Context: an optimization exercise on an open-source flow, tuned for small area, a short achievable clock period and few clock cycles. The choices shown serve that exercise and are no tape-out recipe.
Function was checked by simulation only, so behaviour that the tests miss may differ from the original.

Setup of before:
==> module qc_fsm_complex, before the edit <==
module qc_fsm_complex #(
  parameter int unsigned N    = 3,
  parameter int unsigned W    = 16,
  parameter int unsigned FRAC = W - 2
) (
  input  logic         clk,
  input  logic         reset,
  input  logic         load_ready,
  input  logic [W-1:0] load_data,
  input  logic         new_gate,
  output logic [W-1:0] send_data,
  output logic         busy,
  output logic         done,
  output logic         sat
);
  localparam int unsigned Max  = 1 << N;
  localparam int unsigned AccW = 2 * W + N + 1;   
  localparam int unsigned ND   = W / 2;      
  localparam logic [AccW-1:0] KPos    = AccW'((((64'd1 << (2 * ND)) - 64'd1) / 64'd3) << W);
  localparam logic [AccW-1:0] AccInit = (AccW'(1) << (FRAC - 1)) - AccW'(2 * Max) * KPos;
  logic            wait_ack_q;    
  logic            cap;           
  logic            cap_q;         
  logic            ph1_q;         
  logic            ph_load_q, ph_gate_q, ph_drain_q, ph_send_q;
  logic [2*N:0]    cnt_q;         
  logic            ng_q;
  logic            lastw_q;       
  logic            done_q, sat_q;
  logic            part, row_last;
  assign part     = cnt_q[0];
  assign row_last = &cnt_q[2*N:N+1];
  assign cap = load_ready & ~wait_ack_q;
  logic wfirst_q, wlast_q, wrow7_q;
  logic a0_q, a1_q;
  logic r_q;
  logic [W-1:0]       x_q;
  logic [ND-1:0]      one_q, two_q, neg_q;
  logic [2*W-1:0]     pcs_s_q, pcs_c_q;
  logic [AccW-1:0]    acc_a_q, acc_b_q;    
  logic [W-1:0]       send_q;
  logic [2*W-1:0]     s_q [Max];      
  logic [2*W-1:0]     o_q [Max-1];
  logic [2*W-1:0] m_s, m_c;
  qc_mul_cs u_mul (.x(x_q), .one(one_q), .two(two_q), .neg(neg_q), .s(m_s), .c(m_c));
  logic          y_re, y_neg;
  logic [W-1:0]  y;
  logic [ND-1:0] y_one, y_two, y_negd;
  assign y_re  = cap_q ? part : ~part;
  assign y_neg = ~cap_q & part;
  assign y     = y_re ? s_q[0][W-1:0] : s_q[0][2*W-1:W];
  always_comb begin
    for (int i = 0; i < ND; i++) begin
      logic b2, b1, b0;
      b2 = y[2*i+1];
      b1 = y[2*i];
      b0 = (i == 0) ? 1'b0 : y[2*i-1];
      y_one[i]  = b1 ^ b0;
      y_two[i]  = (b2 & ~b1 & ~b0) | (~b2 & b1 & b0);
      y_negd[i] = b2 ^ y_neg;
    end
  end
  logic [AccW-1:0] acc_base, acc_sum;
  assign acc_base = wfirst_q ? AccInit : acc_a_q;
  assign acc_sum  = acc_base + AccW'(pcs_s_q) + AccW'(pcs_c_q);
  logic          ovf_re, ovf_im;
  logic [AccW-1:0] acc_re_q, acc_im_q;
  assign acc_re_q = acc_a_q;
  assign acc_im_q = acc_b_q;
  logic [W-1:0]  res_re, res_im;
  assign ovf_re = ~(&acc_re_q[AccW-1:FRAC+W-1]) & (|acc_re_q[AccW-1:FRAC+W-1]);
  assign ovf_im = ~(&acc_im_q[AccW-1:FRAC+W-1]) & (|acc_im_q[AccW-1:FRAC+W-1]);
  assign res_re = ovf_re ? {acc_re_q[AccW-1], {(W-1){~acc_re_q[AccW-1]}}} : acc_re_q[FRAC+W-1:FRAC];
  assign res_im = ovf_im ? {acc_im_q[AccW-1], {(W-1){~acc_im_q[AccW-1]}}} : acc_im_q[FRAC+W-1:FRAC];
  logic rot_q, ld_im_q, push_o_q, push_s_q, rot_cp;
  assign rot_cp = ph_gate_q & row_last;
  always_ff @(posedge clk or posedge reset) begin
    if (reset) begin
      wait_ack_q <= 1'b0;
      cap_q      <= 1'b0;
      ph1_q      <= 1'b0;
      ph_load_q  <= 1'b1;
      ph_gate_q  <= 1'b0;
      ph_drain_q <= 1'b0;
      ph_send_q  <= 1'b0;
      cnt_q      <= '0;
      lastw_q    <= 1'b0;
      done_q     <= 1'b0;
      a0_q       <= 1'b0;
      a1_q       <= 1'b0;
      r_q        <= 1'b0;
      rot_q      <= 1'b0;
      ld_im_q    <= 1'b0;
      push_o_q   <= 1'b0;
      push_s_q   <= 1'b0;
    end else begin
      if (cap) wait_ack_q <= 1'b1;
      else if (!load_ready) wait_ack_q <= 1'b0;
      cap_q  <= cap;
      ph1_q  <= cap_q & ph_gate_q;
      a0_q   <= cap_q & ph_gate_q;
      a1_q   <= ph1_q;
      r_q    <= a1_q & wlast_q;
      rot_q    <= cap & (ph_load_q ? ~part : (ph_gate_q | ph_send_q) & part);
      ld_im_q  <= cap & ph_load_q & part;
      push_s_q <= a1_q & wlast_q & wrow7_q;
      push_o_q <= (a1_q & wlast_q & ~wrow7_q) | (cap & ph_gate_q & row_last & part);
      done_q <= lastw_q & wait_ack_q & ~load_ready;
      if (cap) lastw_q <= ph_send_q & (cnt_q[N:0] == (N+1)'(2 * Max - 1));
      if (cap_q) begin
        cnt_q <= cnt_q + 1'b1;
        if (ph_load_q) begin
          if (cnt_q[N:0] == (N+1)'(2 * Max - 1)) begin
            cnt_q     <= '0;
            ph_load_q <= 1'b0;
            ph_gate_q <= 1'b1;
          end
        end
        if (ph_gate_q && (&cnt_q) && !ng_q) begin
          ph_gate_q  <= 1'b0;
          ph_drain_q <= 1'b1;
        end
        if (ph_send_q && cnt_q[N:0] == (N+1)'(2 * Max - 1)) begin
          cnt_q     <= '0;
          ph_send_q <= 1'b0;
          ph_load_q <= 1'b1;
        end
      end
      if (ph_drain_q && a1_q) begin
        ph_drain_q <= 1'b0;
        ph_send_q  <= 1'b1;
      end
    end
  end
  always_ff @(posedge clk) begin
    if (cap && ph_send_q) send_q <= part ? s_q[0][2*W-1:W] : s_q[0][W-1:0];
    if (cap_q && ph_load_q && cnt_q[N:0] == '0) sat_q <= 1'b0;
    else if (r_q) sat_q <= sat_q | ovf_re | ovf_im;
    ng_q <= new_gate;
    if (!wait_ack_q) x_q <= load_data;
    if (cap_q) begin
      wfirst_q <= (cnt_q[N:0] == '0);
      wlast_q  <= (cnt_q[N:0] == (N+1)'(2 * Max - 1));
      wrow7_q  <= row_last;
    end
    one_q <= y_one;
    two_q <= y_two;
    neg_q <= y_negd;
    pcs_s_q <= m_s;
    pcs_c_q <= m_c;
    if (a0_q | a1_q) begin
      acc_a_q <= acc_b_q;
      acc_b_q <= acc_sum;
    end
    if (rot_q) begin
      for (int i = 0; i < Max - 1; i++) s_q[i] <= s_q[i+1];
      if (ph_load_q)   s_q[Max-1] <= {x_q, x_q};
      else if (rot_cp) s_q[Max-1] <= o_q[0];
      else             s_q[Max-1] <= s_q[0];
    end else if (push_s_q) begin
      s_q[Max-1] <= {res_im, res_re};
    end else if (ld_im_q) begin
      s_q[Max-1][2*W-1:W] <= x_q;
    end
    if (push_o_q) begin
      for (int i = 0; i < Max - 2; i++) o_q[i] <= o_q[i+1];
      o_q[Max-2] <= {res_im, res_re};
    end
  end
  assign send_data = send_q;
  assign busy      = ph_drain_q;
  assign done      = done_q;
  assign sat       = sat_q;
endmodule
==> flow/config.mk <==
export PLATFORM = sky130hd
export DESIGN_NAME = qc_fsm_complex
export DESIGN_NICKNAME = qc_fsm_complex
export VERILOG_FILES = /design/flow/design.v
export SDC_FILE = /design/flow/constraint.sdc
export NUM_CORES = 4
export LEC_CHECK = 0
export CAP_MARGIN = 20
export CORE_MARGIN = 2
export CORE_UTILIZATION = 70
export CTS_BUF_LIST = sky130_fd_sc_hd__clkbuf_8 sky130_fd_sc_hd__clkbuf_16
export CTS_CLUSTER_DIAMETER = 80
export CTS_CLUSTER_SIZE = 20
export PLACE_DENSITY = 0.75
export SLEW_MARGIN = 20
==> flow/constraint.sdc <==
create_clock -name core_clock -period 12.5 [get_ports {clk}]
set_input_delay 2.5000 -clock core_clock [delete_from_list [all_inputs] [get_ports {clk}]]
set_output_delay 2.5000 -clock core_clock [all_outputs]
set_load 0.01 [all_outputs]
run.sh (not shown) runs the stock make flow with config.mk's settings and CLKGATE_MAP_FILE= SYNTH_SCRIPT=/design/flow/synth_recipe.tcl, a recipe that flattens the netlist after the stock synthesis.
Testbench counts of before, summed over its fixed seeds: cycles 66,240.
#### Input delta (after over before)
--- a/flow/design.v
+++ b/flow/design.v
@@ -28,29 +28,30 @@
   logic            lastw_q;       
   logic            done_q, sat_q;
   logic            part, row_last;
   assign part     = cnt_q[0];
   assign row_last = &cnt_q[2*N:N+1];
   assign cap = load_ready & ~wait_ack_q;
-  logic wfirst_q, wlast_q, wrow7_q;
+  logic wpart_q, wfirst_q, wlast_q, wrow7_q;
   logic a0_q, a1_q;
   logic r_q;
   logic [W-1:0]       x_q;
   logic [ND-1:0]      one_q, two_q, neg_q;
   logic [2*W-1:0]     pcs_s_q, pcs_c_q;
   logic [AccW-1:0]    acc_a_q, acc_b_q;    
   logic [W-1:0]       send_q;
   logic [2*W-1:0]     s_q [Max];      
   logic [2*W-1:0]     o_q [Max-1];
   logic [2*W-1:0] m_s, m_c;
   qc_mul_cs u_mul (.x(x_q), .one(one_q), .two(two_q), .neg(neg_q), .s(m_s), .c(m_c));
-  logic          y_re, y_neg;
+  logic          y_re, y_neg, y_ld;
   logic [W-1:0]  y;
   logic [ND-1:0] y_one, y_two, y_negd;
-  assign y_re  = cap_q ? part : ~part;
-  assign y_neg = ~cap_q & part;
+  assign y_ld  = cap_q | ph1_q;
+  assign y_re  = ph_load_q | (cap_q ? part : wpart_q);
+  assign y_neg = ~cap_q & ~wpart_q;
   assign y     = y_re ? s_q[0][W-1:0] : s_q[0][2*W-1:W];
   always_comb begin
     for (int i = 0; i < ND; i++) begin
       logic b2, b1, b0;
       b2 = y[2*i+1];
       b1 = y[2*i];
@@ -83,19 +84,21 @@
       ph_gate_q  <= 1'b0;
       ph_drain_q <= 1'b0;
       ph_send_q  <= 1'b0;
       cnt_q      <= '0;
       lastw_q    <= 1'b0;
       done_q     <= 1'b0;
+      sat_q      <= 1'b0;
       a0_q       <= 1'b0;
       a1_q       <= 1'b0;
       r_q        <= 1'b0;
       rot_q      <= 1'b0;
       ld_im_q    <= 1'b0;
       push_o_q   <= 1'b0;
       push_s_q   <= 1'b0;
+      send_q     <= '0;
     end else begin
       if (cap) wait_ack_q <= 1'b1;
       else if (!load_ready) wait_ack_q <= 1'b0;
       cap_q  <= cap;
       ph1_q  <= cap_q & ph_gate_q;
       a0_q   <= cap_q & ph_gate_q;
@@ -103,21 +106,25 @@
       r_q    <= a1_q & wlast_q;
       rot_q    <= cap & (ph_load_q ? ~part : (ph_gate_q | ph_send_q) & part);
       ld_im_q  <= cap & ph_load_q & part;
       push_s_q <= a1_q & wlast_q & wrow7_q;
       push_o_q <= (a1_q & wlast_q & ~wrow7_q) | (cap & ph_gate_q & row_last & part);
       done_q <= lastw_q & wait_ack_q & ~load_ready;
-      if (cap) lastw_q <= ph_send_q & (cnt_q[N:0] == (N+1)'(2 * Max - 1));
+      if (cap) begin
+        lastw_q <= ph_send_q & (cnt_q[N:0] == (N+1)'(2 * Max - 1));
+        if (ph_send_q) send_q <= part ? s_q[0][2*W-1:W] : s_q[0][W-1:0];
+      end
       if (cap_q) begin
         cnt_q <= cnt_q + 1'b1;
         if (ph_load_q) begin
           if (cnt_q[N:0] == (N+1)'(2 * Max - 1)) begin
             cnt_q     <= '0;
             ph_load_q <= 1'b0;
             ph_gate_q <= 1'b1;
           end
+          if (cnt_q[N:0] == '0) sat_q <= 1'b0;
         end
         if (ph_gate_q && (&cnt_q) && !ng_q) begin
           ph_gate_q  <= 1'b0;
           ph_drain_q <= 1'b1;
         end
         if (ph_send_q && cnt_q[N:0] == (N+1)'(2 * Max - 1)) begin
@@ -127,28 +134,29 @@
         end
       end
       if (ph_drain_q && a1_q) begin
         ph_drain_q <= 1'b0;
         ph_send_q  <= 1'b1;
       end
+      if (r_q) sat_q <= sat_q | ovf_re | ovf_im;
     end
   end
   always_ff @(posedge clk) begin
-    if (cap && ph_send_q) send_q <= part ? s_q[0][2*W-1:W] : s_q[0][W-1:0];
-    if (cap_q && ph_load_q && cnt_q[N:0] == '0) sat_q <= 1'b0;
-    else if (r_q) sat_q <= sat_q | ovf_re | ovf_im;
     ng_q <= new_gate;
     if (!wait_ack_q) x_q <= load_data;
     if (cap_q) begin
+      wpart_q  <= part;
       wfirst_q <= (cnt_q[N:0] == '0);
       wlast_q  <= (cnt_q[N:0] == (N+1)'(2 * Max - 1));
       wrow7_q  <= row_last;
     end
-    one_q <= y_one;
-    two_q <= y_two;
-    neg_q <= y_negd;
+    if (y_ld) begin
+      one_q <= y_one;
+      two_q <= y_two;
+      neg_q <= y_negd;
+    end
     pcs_s_q <= m_s;
     pcs_c_q <= m_c;
     if (a0_q | a1_q) begin
       acc_a_q <= acc_b_q;
       acc_b_q <= acc_sum;
     end
--- outcome ---
Taking before as the reference, in after post-route clock period utilization went up by 0.30 points; clock skew fell by 0.0097 ns; width of the die barely changed; share of the synthesized netlist area taken by xor and xnor gates closely matched the old numbers. Adder and majority gate portion of the synthesized area: before vs after — no meaningful difference. Between before and after, the difference in flip-flop and latch count is negligible. after reached the final stage; the timing, design-rule and antenna checks on its layout passed. Changes observed in after relative to before: number of buffers created by CTS fell 1, layout overhead on the synthesized area about even, cell area rose 120 um^2. Run comparison: before highest metal layer with signal wires met5; after highest metal layer with signal wires met4. Relative to before, overall routing resource usage has decreased by 0.67 points in after.
Testbench counts of after, summed over its fixed seeds: cycles 66,240.

-- separate check: timing with driven ports --
The flow's constraints put no driver on any port. The routed layouts listed below were extracted and timed again, unchanged, in two steps. Step 1, drivers: a clkbuf_16 drives clk and a buf_2 each remaining input, both assumed. Step 2 also shifts input and output timing later by t, the mid clock arrival at the registers, as if the neighbouring blocks saw the same clock. Three values: no drivers, after step 1, after step 2; two values: the first two.
run	shift t [ns]	slack for setup (ns)	worst setup path at the end	worst register clock-pin slew, ns
before	0.643	8.456 / 8.401 / 8.262	input to register	0.09 / 0.09
after	0.633	8.418 / 8.362 / 8.230	input to register	0.09 / 0.09
After both steps setup and hold are still met in every run listed. The setup slack of before, which loses most, moves by -0.055 ns with the drivers and by -0.194 ns with both steps.
